Context: an optimization exercise on an open-source flow, tuned for small area and few clock cycles per item. The choices shown serve that exercise and are no tape-out recipe.
In this exercise RTL edits were held to simulation tests only and were not proved equivalent to the original.
No activity file was given, so power comes from the tool's default toggle rates.

==> design.v <==
package cam_analyzer_pkg;
    typedef enum logic [1:0] {
        COL_NONE  = 2'd0,
        COL_RED   = 2'd1,
        COL_GREEN = 2'd2,
        COL_BLUE  = 2'd3
    } color_e;
    typedef enum logic [1:0] {
        FIG_NONE = 2'd0,
        FIG_TRI  = 2'd1,
        FIG_CIRC = 2'd2,
        FIG_SQR  = 2'd3
    } figure_e;
    typedef enum logic [2:0] {
        ST_IDLE   = 3'd0,
        ST_SCAN   = 3'd1,
        ST_DRAIN  = 3'd2,
        ST_AREA   = 3'd3,
        ST_DECIDE = 3'd4,
        ST_DONE   = 3'd5
    } state_e;
    localparam int FILL_DEN_SHIFT = 3;
    localparam int FILL_SQR_NUM   = 7;
    localparam int FILL_CIRC_NUM  = 5;
endpackage
module pixel_classifier
(
    input  logic [11:0] pix,
    output logic        is_r,
    output logic        is_g,
    output logic        is_b
);
    function automatic logic dom4(input logic [3:0] a, input logic [3:0] b);
        logic ge2, eq1, ge0;
        ge2 = a[3] & ~b[3] & (a[2] | ~b[2]);
        eq1 = (~a[3] & a[2] & ~b[3] & ~b[2]) | (a[3] & ~a[2] & ~b[3] & b[2]) |
              (a[3] & a[2] & b[3] & ~b[2]);
        ge0 = (a[1] & ~b[1]) | ((a[1] | ~b[1]) & (a[0] | ~b[0]));
        dom4 = ge2 | (eq1 & ge0);
    endfunction
    logic [3:0] r, g, b;
    assign r = pix[11:8];
    assign g = pix[7:4];
    assign b = pix[3:0];
    assign is_r = dom4(r, g) & dom4(r, b);
    assign is_g = dom4(g, r) & dom4(g, b);
    assign is_b = dom4(b, r) & dom4(b, g);
endmodule
module cam_frame_analyzer
(
    input  logic        clk,
    input  logic        rst,
    input  logic        init,
    output logic [14:0] mem_addr,
    input  logic [11:0] mem_data,
    output logic        busy,
    output logic        done,
    output logic [1:0]  color,
    output logic [1:0]  figure,
    output logic [14:0] pix_count
);
    localparam logic [2:0] ST_IDLE = 3'b000;
    localparam logic [2:0] ST_DONE = 3'b001;
    localparam logic [2:0] ST_SCAN = 3'b100;
    localparam logic [2:0] ST_DOM1 = 3'b101;
    localparam logic [2:0] ST_DOM2 = 3'b110;
    localparam logic [2:0] ST_COL  = 3'b111;
    localparam logic [2:0] ST_MUL  = 3'b010;
    logic [2:0]  st;
    logic [1:0]  dom;      
    logic        ci;       
    logic [7:0]  x;
    logic [9:0]  z;
    logic [14:0] red, grn, blu;
    logic [7:0]  xmin, xmax;
    logic [6:0]  h, dy;
    logic        seen;
    logic s_scan, s_dom1, s_dom2, s_col, s_mul, s_dom;
    logic accept, x_end, z_end, scan_end, x_adv, z_adv, x_wrap, z_wrap, mul_end;
    logic is_r, is_g, is_b, col, pix_c;
    logic lt, gt, in_box;
    logic [14:0] other;
    logic gtr, big, cin_m, ld;
    logic [2:0] k, s;
    logic [14:0] red_inc, grn_sum, blu_sum, grn_op, blu_op;
    logic        red_ci, grn_ci, blu_ci, h_ci;
    logic [7:0]  x_inc, x_nx;
    logic [9:0]  z_inc, z_nx;
    logic [6:0]  h_inc;
    logic        c;
    assign s_scan = (st == ST_SCAN);
    assign s_dom1 = (st == ST_DOM1);
    assign s_dom2 = (st == ST_DOM2);
    assign s_col  = (st == ST_COL);
    assign s_mul  = (st == ST_MUL);
    assign s_dom  = s_dom1 | s_dom2;
    assign busy      = st[2] | st[1];
    assign done      = (st == ST_DONE);
    assign pix_count = red;
    assign color     = dom & {2{big}};
    assign figure    = {ci & big, big & (~gtr | ~ci)};
    assign accept   = init & ~busy;
    assign x_end    = x[7] & (&x[4:0]);
    assign z_end    = z[9] & z[6] & z[4] & z[2] & z[1] & z[0];
    assign scan_end = s_scan & x_end & z_end;
    pixel_classifier u_cls (
        .pix  (mem_data),
        .is_r (is_r),
        .is_g (is_g),
        .is_b (is_b)
    );
    assign col   = is_r | is_g | is_b;
    assign pix_c = s_scan & col;
    always_comb begin
        lt = 1'b0;
        gt = 1'b0;
        for (int i = 0; i < 8; i++) begin
            lt = (xmin[i] & ~x[i]) | ((xmin[i] | ~x[i]) & lt);
            gt = (x[i] & ~xmax[i]) | ((x[i] | ~xmax[i]) & gt);
        end
    end
    assign in_box = ~lt & ~gt;
    assign other = s_dom1 ? grn : blu;
    always_comb begin
        gtr = 1'b0;
        for (int i = 0; i < 15; i++)
            gtr = (other[i] & ~red[i]) | ((other[i] | ~red[i]) & gtr);
    end
    assign big = |red[14:6];
    assign ld  = s_dom & gtr;
    assign k = grn[2:0];
    assign s = x[2:0];
    always_comb begin
        case (s)
            3'd0: cin_m = (k != 3'd0);
            3'd1: cin_m = (k >= 3'd2);
            3'd2: cin_m = (k >= 3'd4);
            3'd3: cin_m = (k >= 3'd5);
            3'd4: cin_m = (k == 3'd7);
            3'd5: cin_m = (k >= 3'd3);
            3'd6: cin_m = (k >= 3'd6);
            default: cin_m = 1'b0;
        endcase
    end
    assign mul_end = s_mul & (s == 3'd7);
    assign x_adv  = s_scan | s_col | s_mul;
    assign z_adv  = s_scan & (&x[4:0]);
    assign red_ci = s_scan & is_r;
    assign grn_ci = s_scan & is_g;
    assign grn_op = {8'd0, dy & {7{s_col & in_box}}};
    assign blu_ci = (s_scan & is_b) | (s_mul & cin_m);
    assign blu_op = {3'd0, grn[14:3] & {12{s_mul & ~mul_end}}};
    assign h_ci   = s_scan & x_end & (seen | col);
    always_comb begin
        c = red_ci;
        for (int i = 0; i < 15; i++) begin
            red_inc[i] = red[i] ^ c;
            c = red[i] & c;
        end
        c = grn_ci;
        for (int i = 0; i < 15; i++) begin
            grn_sum[i] = grn[i] ^ grn_op[i] ^ c;
            c = (grn[i] & grn_op[i]) | (grn[i] & c) | (grn_op[i] & c);
        end
        c = blu_ci;
        for (int i = 0; i < 15; i++) begin
            blu_sum[i] = blu[i] ^ blu_op[i] ^ c;
            c = (blu[i] & blu_op[i]) | (blu[i] & c) | (blu_op[i] & c);
        end
        c = x_adv;
        for (int i = 0; i < 8; i++) begin
            x_inc[i] = x[i] ^ c;
            c = x[i] & c;
        end
        c = z_adv;
        for (int i = 0; i < 10; i++) begin
            z_inc[i] = z[i] ^ c;
            c = z[i] & c;
        end
        c = h_ci;
        for (int i = 0; i < 7; i++) begin
            h_inc[i] = h[i] ^ c;
            c = h[i] & c;
        end
    end
    assign x_wrap = x_end & x_adv;
    assign z_wrap = z_end & z_adv;
    assign x_nx = {x_inc[7] & ~x_wrap, x_inc[6], x_inc[5] & ~x_wrap, x_inc[4],
                   x_inc[3] & ~mul_end, x_inc[2:0]};
    assign z_nx = {z_inc[9] & ~z_wrap, z_inc[8:7], z_inc[6] & ~z_wrap, z_inc[5],
                   z_inc[4:3] & ~{2{z_wrap}}, z_inc[2:0]};
    assign mem_addr = {z_nx, x_nx[4:0]};
    always_ff @(posedge clk or negedge rst) begin
        if (!rst) begin
            st     <= ST_IDLE;
            x      <= 8'd0;
            z      <= 10'd0;
            red    <= 15'd0;
        end else begin
            x <= x_nx;
            z <= z_nx;
            if (accept)
                red <= 15'd0;
            else if (ld)
                red <= other;
            else
                red <= red_inc;
            case (st)
                ST_IDLE, ST_DONE: if (accept) st <= ST_SCAN;
                ST_SCAN: if (scan_end) st <= ST_DOM1;
                ST_DOM1: st <= ST_DOM2;
                ST_DOM2: st <= ST_COL;
                ST_COL:  if (x_end) st <= ST_MUL;
                ST_MUL:  if (mul_end) st <= ST_DONE;
                default: st <= ST_IDLE;
            endcase
        end
    end
    always_ff @(posedge clk) begin
        grn  <= (accept | s_dom2) ? 15'd0 : grn_sum;
        blu  <= (accept | s_col)  ? 15'd0 : blu_sum;
        seen <= ~accept & (seen | pix_c);
        h    <= accept ? 7'd1 : h_inc;
        if (pix_c & (~seen | lt)) xmin <= x;
        if (pix_c & (~seen | gt)) xmax <= x;
        if (pix_c) dy <= h;
        if (s_dom1)
            dom <= gtr ? 2'd2 : 2'd1;
        else if (s_dom2 & gtr)
            dom <= 2'd3;
        if (s_mul & (s == 3'd5))
            ci <= ~gtr;
    end
endmodule
==> flow/run.sh <==
#!/bin/bash
# The standard layout (standard.sh) with three changes:
#  - synthesis is synth_recipe.tcl with an area-only abc script (flow/synth.tcl);
#  - the port buffers use the smallest buffer cell (buf_1); every input and
#    output port still gets its own buffer;
#  - clock tree synthesis adds no dummy loads (the tree's own buffers only).
# The full make output goes to standard.log; ORFS keeps each step's log
# under orfs/logs/.
set -euo pipefail
here=$(pwd)
bash standard.sh \
  SYNTH_SCRIPT="$here/flow/synth.tcl" \
  FLOW_SYNTH_TCL="$here/synth_recipe.tcl" \
  AREA_ABC_SCRIPT="$here/flow/area.abc" \
  BUFFER_PORTS_ARGS="-buffer_cell sky130_fd_sc_hd__buf_1" \
  CTS_ARGS="-sink_clustering_enable -repair_clock_nets -buf_list sky130_fd_sc_hd__clkbuf_8 -dont_use_dummy_load" \
  finish > standard.log 2>&1
==> flow/area.abc <==
strash
balance
rewrite
refactor
balance
rewrite
rewrite -z
balance
refactor -z
rewrite -z
balance
balance
rewrite
refactor
balance
rewrite
rewrite -z
balance
refactor -z
rewrite -z
balance
balance
rewrite
refactor
balance
rewrite
rewrite -z
balance
refactor -z
rewrite -z
balance
dch -f
amap
topo
==> flow/synth.tcl <==
# The standard synthesis (synth_recipe.tcl, run unchanged), except that
# abc maps the combinational logic with flow/area.abc, an area-only script
# (rewriting, then the amap standard-cell mapper), instead of ORFS's script.
# Flip-flops are mapped before abc and are left exactly as the standard
# synthesis makes them.
proc abc {args} {
  set i [lsearch -exact $args -script]
  if {$i >= 0} {
    set args [lreplace $args $i [expr {$i + 1}] -script $::env(AREA_ABC_SCRIPT)]
  }
  yosys abc {*}$args
}
source $::env(FLOW_SYNTH_TCL)
==> standard.sh <==
#!/bin/bash
# synth_recipe.tcl (not shown) runs the flow's synth.tcl, then flattens the netlist and writes it again
# the make line also repeats each setting of config.mk as NAME=value (left out here)
make -C /OpenROAD-flow-scripts/flow DESIGN_CONFIG=/design/flow/config.mk WORK_HOME=/design/flow/orfs CLKGATE_MAP_FILE= SYNTH_SCRIPT=/design/flow/synth_recipe.tcl "${@:-finish}"
==> config.mk <==
export PLATFORM = sky130hd
export DESIGN_NAME = cam_frame_analyzer
export DESIGN_NICKNAME = cam_frame_analyzer
export VERILOG_FILES = /design/flow/design.v
export SDC_FILE = /design/flow/constraint.sdc
export NUM_CORES = 4
export LEC_CHECK = 0
export CAP_MARGIN = 20
export CORE_MARGIN = 2
export CORE_UTILIZATION = 40
export CTS_BUF_LIST = sky130_fd_sc_hd__clkbuf_8
export SLEW_MARGIN = 20
==> constraint.sdc <==
create_clock -name core_clock -period 12.0 [get_ports {clk}]
set_input_delay 2.4000 -clock core_clock [delete_from_list [all_inputs] [get_ports {clk}]]
set_output_delay 2.4000 -clock core_clock [all_outputs]
set_load 0.01 [all_outputs]
==> results.yml, run 1 <==
timing:
  finClkSkew_ps: 21.0
  worst_slew_pin_slew_ps: 922
  setup_slack_ps: 3150
  fmax_ghz: 0.113
  finalHoldViolCount: 0
  maxSlewHeadroom_pct: 38.5
  slew_viol_final: 0
  finalCriticalPeriod_ps: 8850
  fin_crit_sh_pct: 73.7
  finalSetupViolations: 0
  hold_slack_ps: 449
  setup_tns_ps: 0
  rsz0062_at_grt: "false"
setup_path:
  cp_top_family: "adder cells"
  end_kind: "register"
  crit_path_frequent_cell: "fa_1"
  slowest_delay_ps: 500
  cp.arrival_ps: 9070
  cp_data_required_time_ps: 12230
  critPathBufInv: 2
  crit_fanout: 7
  cp-start-kind: "input pin"
  path_cells: "buf_1 > clkinv_1 > nand2_1 > nor2_1 > o311ai_0 > o22ai_1 > fa_1 > fa_1 > fa_1 > fa_1 > fa_1 > fa_1 > fa_1 > fa_1 > fa_1 > fa_1 > fa_1 > fa_1 > ha_1 > ha_1 > a2111oi_0"
  worst-setup-path-type: "input pin to register"
  cpMaxStageDelayCell: "o311ai_0"
place:
  dp_hpwl_um: 7790
  port_buffers: 50
  routabilityCongestion: 0.847
  placed_cell_area_um2: 5450
  post-place-ws_ps: 2770
power_and_ir_drop:
  internal_power_w: 0.000419
  p_sw_share_pct: 21.6
  leakage_nw: 2.43
  power_frac_clock_pct: 32.1
  power_density_nw_per_um2: 95.7
  fin_total_pwr_w: 0.000534
  power_frac_comb_pct: 3.0
  peakVddDrop_mv: 0.0660
  power.switching_w: 0.000115
  power_frac_seq_pct: 65.0
cts:
  ctsHtreeMaxLevel: 3
  numClockSinks: 100
  cts_tree: "built"
  clockBufferDepth: 2
  hold_buffers: 0
  cts_root_buf: "clkbuf_8"
  post_cts_resized: 0
  numCtsBuffers: 9
  clkTransAtPathRegs_ps: 80
  clk_latency_ps: 370
  cts_setup_buffers: 0
route:
  drc_errors: 0
  vias: 3676
  wl_per_cell_um: 14.6
  ant_nets: 0
  viasPerCell: 5.20
  routed_wirelength_um: 10400
  drt-pass1-iter-count: 4
  drtIter0Drc: 270
synth:
  async_flop_share_pct: 36.0
  synth.most_common_cell: "nor2_1"
  netlist_area_um2: 5080
  yosysSeqAreaShare_pct: 48.1
  syn_avg_cell_area_um2: 10.6
  synth_cell_types: 35
  synth_top_area_share_pct: 17.7
  yosys_register_bits: 100
  syn_inst: 481
  synth_area_leaders: "dfrtp_1, edfxtp_1, dfxtp_1"
  ys_warn_count: 2
  synth_edf_count: 26
  syn_nets: 560
  yosysTopAreaCell: "dfrtp_1"
  ys_top_cells_by_count: "nor2_1, nor2b_1, ha_1"
  ys.flop_type: "dfxtp_1"
grt:
  overflow: 0
  antenna_found_initial: 0
  grt_pass1_wl_um: 16900
  grt_pass1_vias: 3510
  grt_max_degree: 37
  track_usage_pct: 16.3
flow_run:
  max_cap_viol_count: 0
cells_and_area:
  antennaDiodeCount: 0
  fillers: 1209
  nets: 616
  drive_above_1_share_pct: 2.06
  area_delta_synth_final_pct: 9.88
  final_cell_area_um2: 5580
floorplan:
  io_pins: 51
  die_height_um: 117
  core_area_um2: 12500
  rows: 41
  die_x_um: 117
  initial_core_util_pct: 40.6
  dieArea_um2: 13600
outcome:
  status: "finished clean"
worst_hold_path:
  hold_class: "register to register"
-- layer usage --
| metal | track usage, % | vias up | share of wire, % |
|---|---|---|---|
| met1 | 21.9 | 1772 | 49 |
| met3 | 3.17 | 8 | 3.2 |
| met2 | 25.9 | 66 | 47 |
| met5 | 0 | - | 0 |
| met4 | 6.90 | 0 | 1.1 |
| li1 | - | 1830 | - |
-- cell usage in the layout (no fill, tap or decap), types with 2 or more instances in the layout --
master    instances
o22ai_1          22
a21boi_0          2
buf_1            49
nor2b_1          46
edfxtp_1         26
nor4_1            5
ha_1             45
nor3_1            9
and3_1           14
a211oi_1          5
nand2_1          21
clkbuf_8          9
o22a_1            4
or2_0             4
o21ai_0          24
a21oi_1          32
nand3_1           8
a22oi_1           3
clkinv_1         34
o21a_1            3
dfxtp_1          38
a221oi_1          6
o32ai_1           2
nor2_1           55
fa_1             19
dfrtp_1          36
o221ai_1          3
-- logic make-up (layout without fill, tap and decap cells) --
logic type	count (synthesis)	count (layout)	share of synthesized area [%]
simple gates	165	165	16.1
compound gates	113	113	13.9
flops	100	100	48.1
fa+ha+maj	64	64	18.6
buf+inv	39	93	3.25
-- through the flow --
stage	util, %	instances
after floorplan	-	481
after global placement	43.5	698
after detailed placement	43.5	698
after CTS	44.5	707
after global routing	44.6	707
final	44.6	707
-- registers in the layout, summed over array words and instances (netlist names) --
signal  cells
st          3
h           7
xmin        8
seen        1
red        15
xmax        8
x           8
dy          7
grn        15
ci          1
z          10
blu        15
dom         2
-- power groups by stage --
stage	logic, W	clock network (W)	registers, W
after floorplan	0.00000800	0	0.000354
after global placement	0.0000155	0	0.000354
after detailed placement	0.0000159	0	0.000355
after CTS	0.0000160	0.000177	0.000347
after global routing	0.0000179	0.000188	0.000347
final	0.0000158	0.000171	0.000347
-- final cells by class --
type / instances / area, um^2 / share of cell area, %
multi-input cells: 342 / 2480 / 44.5
repair buffers: 50 / 189 / 3.39
clock buffers: 9 / 124 / 2.22
inverters: 34 / 128 / 2.29
well taps: 172 / 215 / 3.86
flip-flops and latches: 100 / 2440 / 43.8
-- final timing paths --
| check | startpoint | end | slack, ps | cells past startpoint |
|---|---|---|---|---|
| min in group asynchronous | rst | z[1] | 2170 | 1 |
| worst min-delay path | h[5] | dy[5] | 450 | 0 |
| worst max register to register | x[1] | blu[14] | 4680 | 20 |
| worst min register to register | h[5] | dy[5] | 450 | 0 |
| worst max-delay path | mem_data[7] | blu[14] | 3150 | 21 |
| max in group asynchronous | rst | red[7] | 9260 | 1 |
Testbench counts, summed over its fixed seeds: cycles 929,800, frames 48.
==> run 2, diff against run 1 <==
--- a/design.v
+++ b/design.v
@@ -70,4 +70,5 @@
     logic [1:0]  dom;      
     logic        ci;       
+    logic [6:0]  h_nx;
     logic [7:0]  x;
     logic [9:0]  z;
@@ -153,4 +154,15 @@
     assign h_ci   = s_scan & x_end & (seen | col);
     always_comb begin
+        h_nx = h_inc;
+        if (s_dom1)
+            h_nx[1:0] = gtr ? 2'd2 : 2'd1;
+        else if (s_dom2 & gtr)
+            h_nx[1:0] = 2'd3;
+        if (s_mul & (s == 3'd5))
+            h_nx[2] = ~gtr;
+    end
+    assign dom = h[1:0];
+    assign ci  = h[2];
+    always_comb begin
         c = red_ci;
         for (int i = 0; i < 15; i++) begin
@@ -221,14 +233,8 @@
         blu  <= (accept | s_col)  ? 15'd0 : blu_sum;
         seen <= ~accept & (seen | pix_c);
-        h    <= accept ? 7'd1 : h_inc;
+        h    <= accept ? 7'd1 : h_nx;
         if (pix_c & (~seen | lt)) xmin <= x;
         if (pix_c & (~seen | gt)) xmax <= x;
         if (pix_c) dy <= h;
-        if (s_dom1)
-            dom <= gtr ? 2'd2 : 2'd1;
-        else if (s_dom2 & gtr)
-            dom <= 2'd3;
-        if (s_mul & (s == 3'd5))
-            ci <= ~gtr;
     end
 endmodule
==> run 2 against run 1 <==
Against the previous run:
- maximum frequency is 0.75% higher
- still clean on timing, DRC and antenna
- count of clock-buffer cells in the layout stayed put
- core utilization is 0.82 points higher
- sequential cell count shrank 3
- critical endpoint unchanged
- sequential power down 3%
- highest routed layer unchanged
==> results.yml, run 2 <==
setup_path:
  end_kind: "register"
  crit_fanout: 5
  worst-setup-path-type: "input pin to register"
  cp.arrival_ps: 9010
  crit_path_frequent_cell: "fa_1"
  worstReg2RegStart: "x[2]"
  slowest_delay_ps: 480
  cp_data_required_time_ps: 12230
  path_cells: "buf_1 > clkinv_1 > nor2_1 > nor2_1 > o311ai_0 > o32ai_1 > fa_1 > fa_1 > fa_1 > fa_1 > fa_1 > fa_1 > fa_1 > fa_1 > fa_1 > fa_1 > fa_1 > fa_1 > ha_1 > ha_1 > a2111oi_0"
  cp-startpoint: "mem_data[6]"
  cpMaxStageDelayCell: "o311ai_0"
  cp-start-kind: "input pin"
floorplan:
  initial_core_util_pct: 41.2
  die_x_um: 116
  dieArea_um2: 13400
  core_area_um2: 12100
  die_height_um: 116
  io_pins: 51
  rows: 40
synth:
  ys_warn_count: 2
  ys_top_cells_by_count: "nor2_1, ha_1, dfxtp_1"
  synth.most_common_cell: "nor2_1"
  synth_area_leaders: "dfrtp_1, dfxtp_1, edfxtp_1"
  synth_cell_types: 37
  synth_edf_count: 23
  syn_avg_cell_area_um2: 10.4
  synth_top_area_share_pct: 18.0
  syn_nets: 557
  async_flop_share_pct: 37.1
  syn_inst: 478
  yosysTopAreaCell: "dfrtp_1"
  netlist_area_um2: 4990
  ys.flop_type: "dfxtp_1"
  yosys_register_bits: 97
  yosysSeqAreaShare_pct: 47.1
cells_and_area:
  area_delta_synth_final_pct: 10.1
  antennaDiodeCount: 0
  mostFrequentLayoutCells: "nor2_1, buf_1, ha_1, dfxtp_1, dfrtp_1"
  final_common_cell: "nor2_1"
  nets: 615
  drive_above_1_share_pct: 2.43
  largestRegisters: "blu x15, grn x15, red x15"
route:
  ant_nets: 0
  wl_per_cell_um: 14.3
  drt-pass1-iter-count: 4
  drtIter0Drc: 194
  vias: 3663
  routed_wirelength_um: 10000
  viasPerCell: 5.22
  drc_errors: 0
worst_hold_path:
  hp-start: "h[5]"
  hold_class: "register to register"
power_and_ir_drop:
  fin_total_pwr_w: 0.000515
  peakVddDrop_mv: 0.0576
  leakage_nw: 2.43
  power_density_nw_per_um2: 93.7
place:
  post-place-ws_ps: 2810
  routabilityCongestion: 0.876
  port_buffers: 50
  dp_hpwl_um: 7710
timing:
  fin_crit_sh_pct: 73.2
  rsz0062_at_grt: "false"
  fmax_ghz: 0.114
  finalHoldViolCount: 0
  setup_slack_ps: 3220
  worst_slew_pin_slew_ps: 958
  slew_viol_final: 0
  setup_tns_ps: 0
  finalSetupViolations: 0
  finClkSkew_ps: 18.3
  maxSlewHeadroom_pct: 36.2
  finalCriticalPeriod_ps: 8780
grt:
  antenna_found_initial: 0
  grt_max_degree: 43
  overflow: 0
  track_usage_pct: 16.0
  grt_pass1_wl_um: 16900
  grt_pass1_vias: 3598
cts:
  post_cts_resized: 0
  clockBufferDepth: 2
  ctsHtreeMaxLevel: 3
  cts_root_buf: "clkbuf_8"
  numCtsBuffers: 9
  cts_setup_buffers: 0
  hold_buffers: 0
  cts_tree: "built"
  clkTransAtPathRegs_ps: 80
  numClockSinks: 97
  clk_latency_ps: 350
outcome:
  status: "finished clean"
flow_run:
  max_cap_viol_count: 0
-- run 2: kinds of logic after synthesis --
group                      after synthesis  synth area share, %
and+or+nand+nor                        161                 15.9
AOI/OAI and AO/OA                      117                 14.7
DFF                                     97                 47.1
adders and majority gates               64                 18.9
buffers and inverters                   39                 3.31
-- run 2: final timing paths --
path                       cells past startpoint  slack (ps)       to
max in group asynchronous                      1        9210     x[7]
max                                           21        3220  blu[14]
min                                            0         450    dy[5]
min reg2reg                                    0         450    dy[5]
max reg2reg                                   20        4630  blu[14]
min in group asynchronous                      1        2180  red[12]
-- run 2: cell type report --
| cell class | instances | area, um^2 |
|---|---|---|
| Clock buffer | 9 | 124 |
| Fill cell | 1194 | 6620 |
| Inverter | 34 | 128 |
| Multi-Input combinational cell | 342 | 2480 |
| Sequential cell | 97 | 2350 |
| Tap cell | 168 | 210 |
| Timing Repair Buffer | 52 | 204 |
-- run 2: worst max-delay path, delay by kind of cell --
kind | cells | cell delay, ps
and+or+nand+nor | 2 | 230
adders and majority gates | 14 | 5040
AOI/OAI and AO/OA | 3 | 1040
buffers and inverters | 2 | 250
-- run 2: power breakdown --
group / switching [W] / internal (W) / total, W / leakage (nW)
registers: 0.000000406 / 0.000335 / 0.000335 / 0.979
clock network: 0.0000975 / 0.0000675 / 0.000165 / 0.0647
logic: 0.0000106 / 0.00000471 / 0.0000153 / 1.39
total: 0.000108 / 0.000407 / 0.000515 / 2.43
-- run 2: through the flow --
step | cell area [um^2] | hold slack [ps] | std cells | util [%]
2_1_floorplan | 4990 | 415 | 478 | -
3_3_place_gp | 5370 | 423 | 693 | 44.4
3_5_place_dp | 5370 | 426 | 693 | 44.4
4_1_cts | 5500 | 447 | 702 | 45.4
5_1_grt | 5500 | 455 | 702 | 45.4
6_report | 5500 | 446 | 702 | 45.4
-- run 2: metal layers --
layer | global-route usage (%) | up-vias | wire [um]
met5 | 0 | - | 0
met4 | 5.71 | 0 | 124
met3 | 2.67 | 10 | 456
met2 | 25.9 | 91 | 4730
met1 | 21.9 | 1720 | 4730
li1 | - | 1842 | -
Testbench counts of run 2, summed over its fixed seeds: cycles 929,800, frames 48.
==> run 3, diff against run 2 <==
==> flow/area.abc (replaced) <==
strash
balance
 rewrite
 refactor
 balance
 rewrite
 rewrite -z
 balance
 refactor -z
 rewrite -z
 balance
balance
 rewrite
 refactor
 balance
 rewrite
 rewrite -z
 balance
 refactor -z
 rewrite -z
 balance
balance
 rewrite
 refactor
 balance
 rewrite
 rewrite -z
 balance
 refactor -z
 rewrite -z
 balance
&get -n
 &deepsyn -I 10 -J 200
 &put
dch -f
amap
topo
--- a/flow/synth.tcl
+++ b/flow/synth.tcl
@@ -1,5 +1,5 @@
 # The standard synthesis (synth_recipe.tcl, run unchanged), except that
 # abc maps the combinational logic with flow/area.abc, an area-only script
-# (rewriting, then the amap standard-cell mapper), instead of ORFS's script.
+# (rewriting, &deepsyn, then the amap standard-cell mapper), instead of ORFS's script.
 # Flip-flops are mapped before abc and are left exactly as the standard
 # synthesis makes them.
==> run 3 against run 2 <==
Against the previous run:
- routed wire length fell by 0.17%
- final cell count down 2.0%
- synthesized cell count is 3.3% lower
- non-clock buffer count rose by 2
- clock power about the same
- register-to-register slack gained 190 ps
- critical path type unchanged
- critical endpoint unchanged
- largest power group unchanged
==> results.yml, run 3 <==
flow_run:
  max_cap_viol_count: 0
place:
  dp_hpwl_um: 7760
  routabilityCongestion: 0.816
  port_buffers: 50
  post-place-ws_ps: 3110
power_and_ir_drop:
  leakage_nw: 2.17
  peakVddDrop_mv: 0.0521
  fin_total_pwr_w: 0.000514
  power_density_nw_per_um2: 94.1
grt:
  global_route.usage.met3_pct: 2.95
  antenna_found_initial: 0
  groute.layer.met2.usage_pct: 26.1
  overflow: 0
  grt_pass1_wl_um: 17100
  met1_usage_pct: 23.2
  track_usage_pct: 16.6
  grt_max_degree: 37
  grt_busiest_layer: "met2"
  grt_pass1_vias: 3467
floorplan:
  rows: 40
  die_height_um: 115
  io_pins: 51
  die_x_um: 115
  core_area_um2: 12100
  dieArea_um2: 13300
  initial_core_util_pct: 41.0
timing:
  finClkSkew_ps: 21.1
  finalHoldViolCount: 0
  slew_viol_final: 0
  fmax_ghz: 0.117
  worst_slew_pin_slew_ps: 935
  finalSetupViolations: 0
  rsz0062_at_grt: "false"
  setup_slack_ps: 3470
  setup_tns_ps: 0
  maxSlewHeadroom_pct: 37.7
  finalCriticalPeriod_ps: 8530
  fin_crit_sh_pct: 71.1
synth:
  async_flop_share_pct: 37.1
  yosysTopAreaCell: "dfrtp_1"
  ys_warn_count: 2
  synth_top_area_share_pct: 18.2
  synth_cell_types: 38
  ys_top_cells_by_count: "nor2b_1, clkinv_1, ha_1"
  syn_avg_cell_area_um2: 10.7
  synth_edf_count: 23
  netlist_area_um2: 4950
  yosysSeqAreaShare_pct: 47.5
  ys.flop_type: "dfxtp_1"
  synth_area_leaders: "dfrtp_1, dfxtp_1, edfxtp_1"
  yosys_register_bits: 97
  syn_nets: 541
  syn_inst: 462
  synth.most_common_cell: "nor2b_1"
cells_and_area:
  nets: 601
  utilization_pct: 45.3
  area_delta_synth_final_pct: 10.4
  antennaDiodeCount: 0
  mostFrequentLayoutCells: "nor2b_1, buf_1, clkinv_1, ha_1, nor2_1"
  drive_above_1_share_pct: 2.69
  final_common_cell: "nor2b_1"
  largestRegisters: "blu x15, grn x15, red x15"
cts:
  hold_buffers: 0
  clk_latency_ps: 360
  clockBufferDepth: 2
  post_cts_resized: 0
  numCtsBuffers: 9
  cts_setup_buffers: 0
  numClockSinks: 97
  cts_root_buf: "clkbuf_8"
  clkTransAtPathRegs_ps: 90
  ctsHtreeMaxLevel: 3
  cts_tree: "built"
route:
  drtIter0Drc: 209
  routed_wirelength_um: 10000
  ant_nets: 0
  drt-pass1-iter-count: 5
  viasPerCell: 5.11
  wl_per_cell_um: 14.6
  vias: 3517
  drc_errors: 0
setup_path:
  reg2regPathDepth: 21
  crit_fanout: 3
  cp-startpoint: "mem_data[4]"
  cp.arrival_ps: 8800
  r2r-end: "blu[14]"
  ff2ff_setup_slack_ps: 4820
  worstReg2RegStart: "x[1]"
  worst-setup-path-type: "input pin to register"
  crit_end: "blu[14]"
  cp_data_required_time_ps: 12260
  end_kind: "register"
  cp-start-kind: "input pin"
worst_hold_path:
  hold_class: "register to register"
outcome:
  status: "finished clean"
[run 3: cell count changes in the layout (fill, tap and decap cells not counted), sizes merged, moves of 3 or more]
cell and delta:
nor2 -15, o21ai -7, o22ai +16, nand3 -3, o211ai +3, clkinv +14, and3 -28, a221oi -5
a221o +3, a21oi -27, o32ai -3, nor2b +27
[run 3: area by class of cell]
class,instances,area (um^2)
Fill cell,1140,6600
Tap cell,168,210
Clock buffer,9,124
Sequential cell,97,2350
Inverter,48,180
Timing Repair Buffer,54,219
Multi-Input combinational cell,312,2380
[run 3: critical path, cell delays in order]
cell and delay (ps):
buf_1 140, clkinv_1 100, o311ai_0 370, o21a_1 190, nor3_1 50, a31o_1 220
fa_1 390, fa_1 400, fa_1 400, fa_1 390, fa_1 380, fa_1 390
fa_1 390, fa_1 390, fa_1 400, fa_1 390, fa_1 400, fa_1 390
ha_1 200, ha_1 190, a211oi_1 240
[run 3: how the worst min path moves through the flow]
stage	cells after the start	start	to	slack, ps
finish	0	h[3]	dy[3]	450
global route	0	h[3]	dy[3]	470
CTS	0	h[3]	dy[3]	450
detailed placement	0	h[5]	dy[5]	430
global placement	0	h[5]	dy[5]	420
floorplan	0	h[3]	dy[3]	410
[run 3: routing by layer]
metal  routed length, um  up-vias  share of wire [%]
met5                   0        -                  0
met4                 152        0                1.5
met3                 259        9                2.6
met2                4650       56                 46
met1                4960     1694                 50
li1                    -     1758                  -
[run 3: cell families after synthesis]
group                      after synthesis  synth area share [%]
DFF                                     97                  47.5
AOI/OAI and AO/OA                      101                  13.8
adders and majority gates               64                  19.1
buffers and inverters                   53                  4.40
and+or+nand+nor                        147                  15.1
[run 3: metrics by stage]
step | area (um^2) | hold WS [ps] | std cells
CTS | 5460 | 452 | 688
detailed placement | 5340 | 430 | 679
finish | 5460 | 450 | 688
floorplan | 4950 | 415 | 462
global placement | 5340 | 423 | 679
global route | 5460 | 467 | 688
[run 3: power by group]
part / switching [W] / internal, W / total [W] / leakage, nW
Clock: 0.0000979 / 0.0000674 / 0.000165 / 0.0647
Combinational: 0.00000963 / 0.00000429 / 0.0000139 / 1.20
Sequential: 0.000000236 / 0.000334 / 0.000335 / 0.905
Total: 0.000108 / 0.000406 / 0.000514 / 2.17
==> run 4, diff against run 3 <==
--- a/design.v
+++ b/design.v
@@ -199,17 +199,13 @@
     assign z_wrap = z_end & z_adv;
     assign x_nx = {x_inc[7] & ~x_wrap, x_inc[6], x_inc[5] & ~x_wrap, x_inc[4],
-                   x_inc[3] & ~mul_end, x_inc[2:0]};
+                   x_inc[3] & ~mul_end, x_inc[2:0]} & {8{busy}};
     assign z_nx = {z_inc[9] & ~z_wrap, z_inc[8:7], z_inc[6] & ~z_wrap, z_inc[5],
-                   z_inc[4:3] & ~{2{z_wrap}}, z_inc[2:0]};
+                   z_inc[4:3] & ~{2{z_wrap}}, z_inc[2:0]} & {10{busy}};
     assign mem_addr = {z_nx, x_nx[4:0]};
     always_ff @(posedge clk or negedge rst) begin
         if (!rst) begin
             st     <= ST_IDLE;
-            x      <= 8'd0;
-            z      <= 10'd0;
             red    <= 15'd0;
         end else begin
-            x <= x_nx;
-            z <= z_nx;
             if (accept)
                 red <= 15'd0;
@@ -234,4 +230,6 @@
         seen <= ~accept & (seen | pix_c);
         h    <= accept ? 7'd1 : h_nx;
+        x    <= x_nx;
+        z    <= z_nx;
         if (pix_c & (~seen | lt)) xmin <= x;
         if (pix_c & (~seen | gt)) xmax <= x;
==> run 4 against run 3 <==
Against the previous run:
- maximum frequency rose by 0.31%
- critical path depth did not move
- largest cell class unchanged
- first-iteration DRC count fell by 38%
- die area rose by 0.24%
- largest power group unchanged
- core utilization about the same
- synthesized cell count rose by 4.5%
- hold slack better by 8.4 ps
==> results.yml, run 4 <==
setup_path:
  crit_fanout: 3
  reg2regPathDepth: 20
  ff2ff_setup_slack_ps: 4890
  cp-start-kind: "input pin"
  end_kind: "register"
  worst-setup-path-type: "input pin to register"
  worstReg2RegStart: "x[2]"
  cp.arrival_ps: 8780
  cp_data_required_time_ps: 12270
  r2r-end: "blu[14]"
timing:
  fin_crit_sh_pct: 70.9
  finalHoldViolCount: 0
  fmax_ghz: 0.118
  rsz0062_at_grt: "false"
  setup_tns_ps: 0
  worst_slew_pin_slew_ps: 962
  finalCriticalPeriod_ps: 8510
  finalSetupViolations: 0
  maxSlewHeadroom_pct: 35.2
  finClkSkew_ps: 20.3
  hold_slack_ps: 459
  slew_viol_final: 0
route:
  drtIter0Drc: 129
  drt-pass1-iter-count: 4
  routed_wirelength_um: 10100
  viasPerCell: 5.04
  vias: 3561
  wl_per_cell_um: 14.3
  ant_nets: 0
  drc_errors: 0
cells_and_area:
  nets: 620
  final_cell_area_um2: 5470
  mostFrequentLayoutCells: "nor2b_1, dfxtp_1, buf_1, nor2_1, ha_1"
  fillers: 1184
  antennaDiodeCount: 0
  largestRegisters: "blu x15, grn x15, red x15"
  area_delta_synth_final_pct: 10.2
  final_common_cell: "nor2b_1"
  utilization_pct: 45.3
  drive_above_1_share_pct: 2.60
power_and_ir_drop:
  internal_power_w: 0.000405
  power_frac_comb_pct: 2.4
  power_density_nw_per_um2: 94.4
  leakage_nw: 2.26
  power_frac_seq_pct: 64.7
  power.switching_w: 0.000111
  p_sw_share_pct: 21.5
  fin_total_pwr_w: 0.000516
  power_frac_clock_pct: 32.9
  peakVddDrop_mv: 0.0857
grt:
  met1_usage_pct: 22.4
  global_route.usage.met3_pct: 4.48
  grt_pass1_vias: 3581
  grt_pass1_wl_um: 17100
  groute.layer.met2.usage_pct: 26.2
  grt_max_degree: 19
  antenna_found_initial: 0
  overflow: 0
  grt_busiest_layer: "met2"
  track_usage_pct: 16.6
floorplan:
  dieArea_um2: 13300
  rows: 40
  io_pins: 51
  core_area_um2: 12100
  die_x_um: 115
  initial_core_util_pct: 41.1
  die_height_um: 115
synth:
  yosys_register_bits: 97
  synth_cell_types: 36
  ys_warn_count: 2
  yosysTopAreaCell: "dfxtp_1"
  synth.most_common_cell: "nor2b_1"
  synth_top_area_share_pct: 22.6
  ys_top_cells_by_count: "nor2b_1, dfxtp_1, nor2_1"
  netlist_area_um2: 4960
  yosysSeqAreaShare_pct: 45.6
  syn_nets: 562
  async_flop_share_pct: 18.6
  syn_avg_cell_area_um2: 10.3
  synth_edf_count: 23
  ys.flop_type: "dfxtp_1"
  synth_area_leaders: "dfxtp_1, edfxtp_1, ha_1"
  syn_inst: 483
cts:
  numCtsBuffers: 9
  clkTransAtPathRegs_ps: 90
  cts_root_buf: "clkbuf_8"
  numClockSinks: 97
  clockBufferDepth: 2
  clk_latency_ps: 370
  cts_setup_buffers: 0
  ctsHtreeMaxLevel: 3
  cts_tree: "built"
  post_cts_resized: 0
  hold_buffers: 0
place:
  dp_hpwl_um: 7810
  placed_cell_area_um2: 5340
  routabilityCongestion: 0.903
  port_buffers: 50
worst_hold_path:
  hold_class: "register to register"
  holdPathStages: 0
  holdPathEnd: "dy[5]"
  hp-start: "h[5]"
flow_run:
  max_cap_viol_count: 0
outcome:
  status: "finished clean"
-- run 4: routing by layer --
metal | vias to the layer above | routed length [um]
met5 | - | 0
met4 | 0 | 108
met3 | 8 | 366
met2 | 51 | 4600
met1 | 1688 | 5050
li1 | 1814 | -
-- run 4: worst max path at each step --
stage,startpoint,end,slack (ps),depth (start not counted)
after floorplan,mem_data[8],blu[13],3550,20
after global placement,mem_data[8],blu[13],3230,21
after detailed placement,mem_data[8],blu[14],3070,21
after CTS,mem_data[8],blu[14],3470,21
after global routing,mem_data[8],blu[14],3260,21
final,mem_data[8],blu[14],3490,21
-- run 4: logic make-up after synthesis --
logic type / synth area share (%)
adders and majority gates: 19.0
buffers and inverters: 4.01
DFF: 45.6
and+or+nand+nor: 17.8
AOI/OAI and AO/OA: 13.5
-- run 4: final cells by class --
type / count / area (um^2) / area share (%)
sequential: 97 / 2260 / 41.4
inverter: 43 / 161 / 2.95
clock buffer: 9 / 124 / 2.27
tap: 168 / 210 / 3.85
timing repair buffer: 52 / 204 / 3.73
multi-input combinational: 338 / 2500 / 45.8
-- run 4: worst max-delay path, cell delays in order --
cell	delay [ps]
buf_1	100
clkinv_1	110
or3_1	390
a32oi_1	210
nor4_1	80
o21bai_1	170
fa_1	390
fa_1	390
fa_1	390
fa_1	390
fa_1	380
fa_1	400
fa_1	390
fa_1	380
fa_1	400
fa_1	410
fa_1	390
fa_1	380
ha_1	190
ha_1	190
a211oi_1	240
-- run 4: power groups by stage --
stage	Clock (W)	Combinational, W	Sequential (W)
3_3_place_gp	0	0.0000120	0.000341
5_1_grt	0.000190	0.0000143	0.000334
2_1_floorplan	0	0.00000669	0.000341
4_1_cts	0.000176	0.0000126	0.000334
6_report	0.000170	0.0000126	0.000334
3_5_place_dp	0	0.0000125	0.000341
-- run 4: through the flow --
step | setup slack (ps) | std cells
floorplan | 3550 | 483
global placement | 3230 | 698
detailed placement | 3070 | 698
CTS | 3470 | 707
global route | 3260 | 707
finish | 3490 | 707
Testbench counts of run 4, summed over its fixed seeds: cycles 929,800, frames 48.

[what the ideal ports hide]
How much do the figures lean on ideal ports? The routed layouts below were timed once more, with nothing changed but the port constraints.
Step 1: set_driving_cell puts a clkbuf_16 on clk and a buf_2 on each other input, an assumption about the parent block.
Step 2 also shifts input and output timing later by t, the mid clock arrival at the registers, as if the neighbouring blocks saw the same clock.
Three values: ideal, step 1, step 2; two values: the first two.
| run | t, ns | setup slack, ns | hold WS [ns] | latest minus earliest clock arrival (ns) |
|---|---|---|---|---|
| run 1 | 0.392 | 3.153 / 3.162 / 2.771 | 0.449 / 0.449 / 0.449 | 0.021 / 0.021 |
| run 2 | 0.375 | 3.219 / 3.226 / 2.851 | 0.446 / 0.446 / 0.446 | 0.019 / 0.020 |
| run 3 | 0.386 | 3.466 / 3.479 / 3.093 | 0.450 / 0.450 / 0.450 | 0.021 / 0.022 |
| run 4 | 0.392 | 3.492 / 3.503 / 3.111 | 0.459 / 0.459 / 0.459 | 0.020 / 0.021 |
After both steps every run listed still meets setup and hold. For run 1, which loses most, drivers alone change the setup slack by +0.009 ns; drivers and shift together by -0.382 ns.
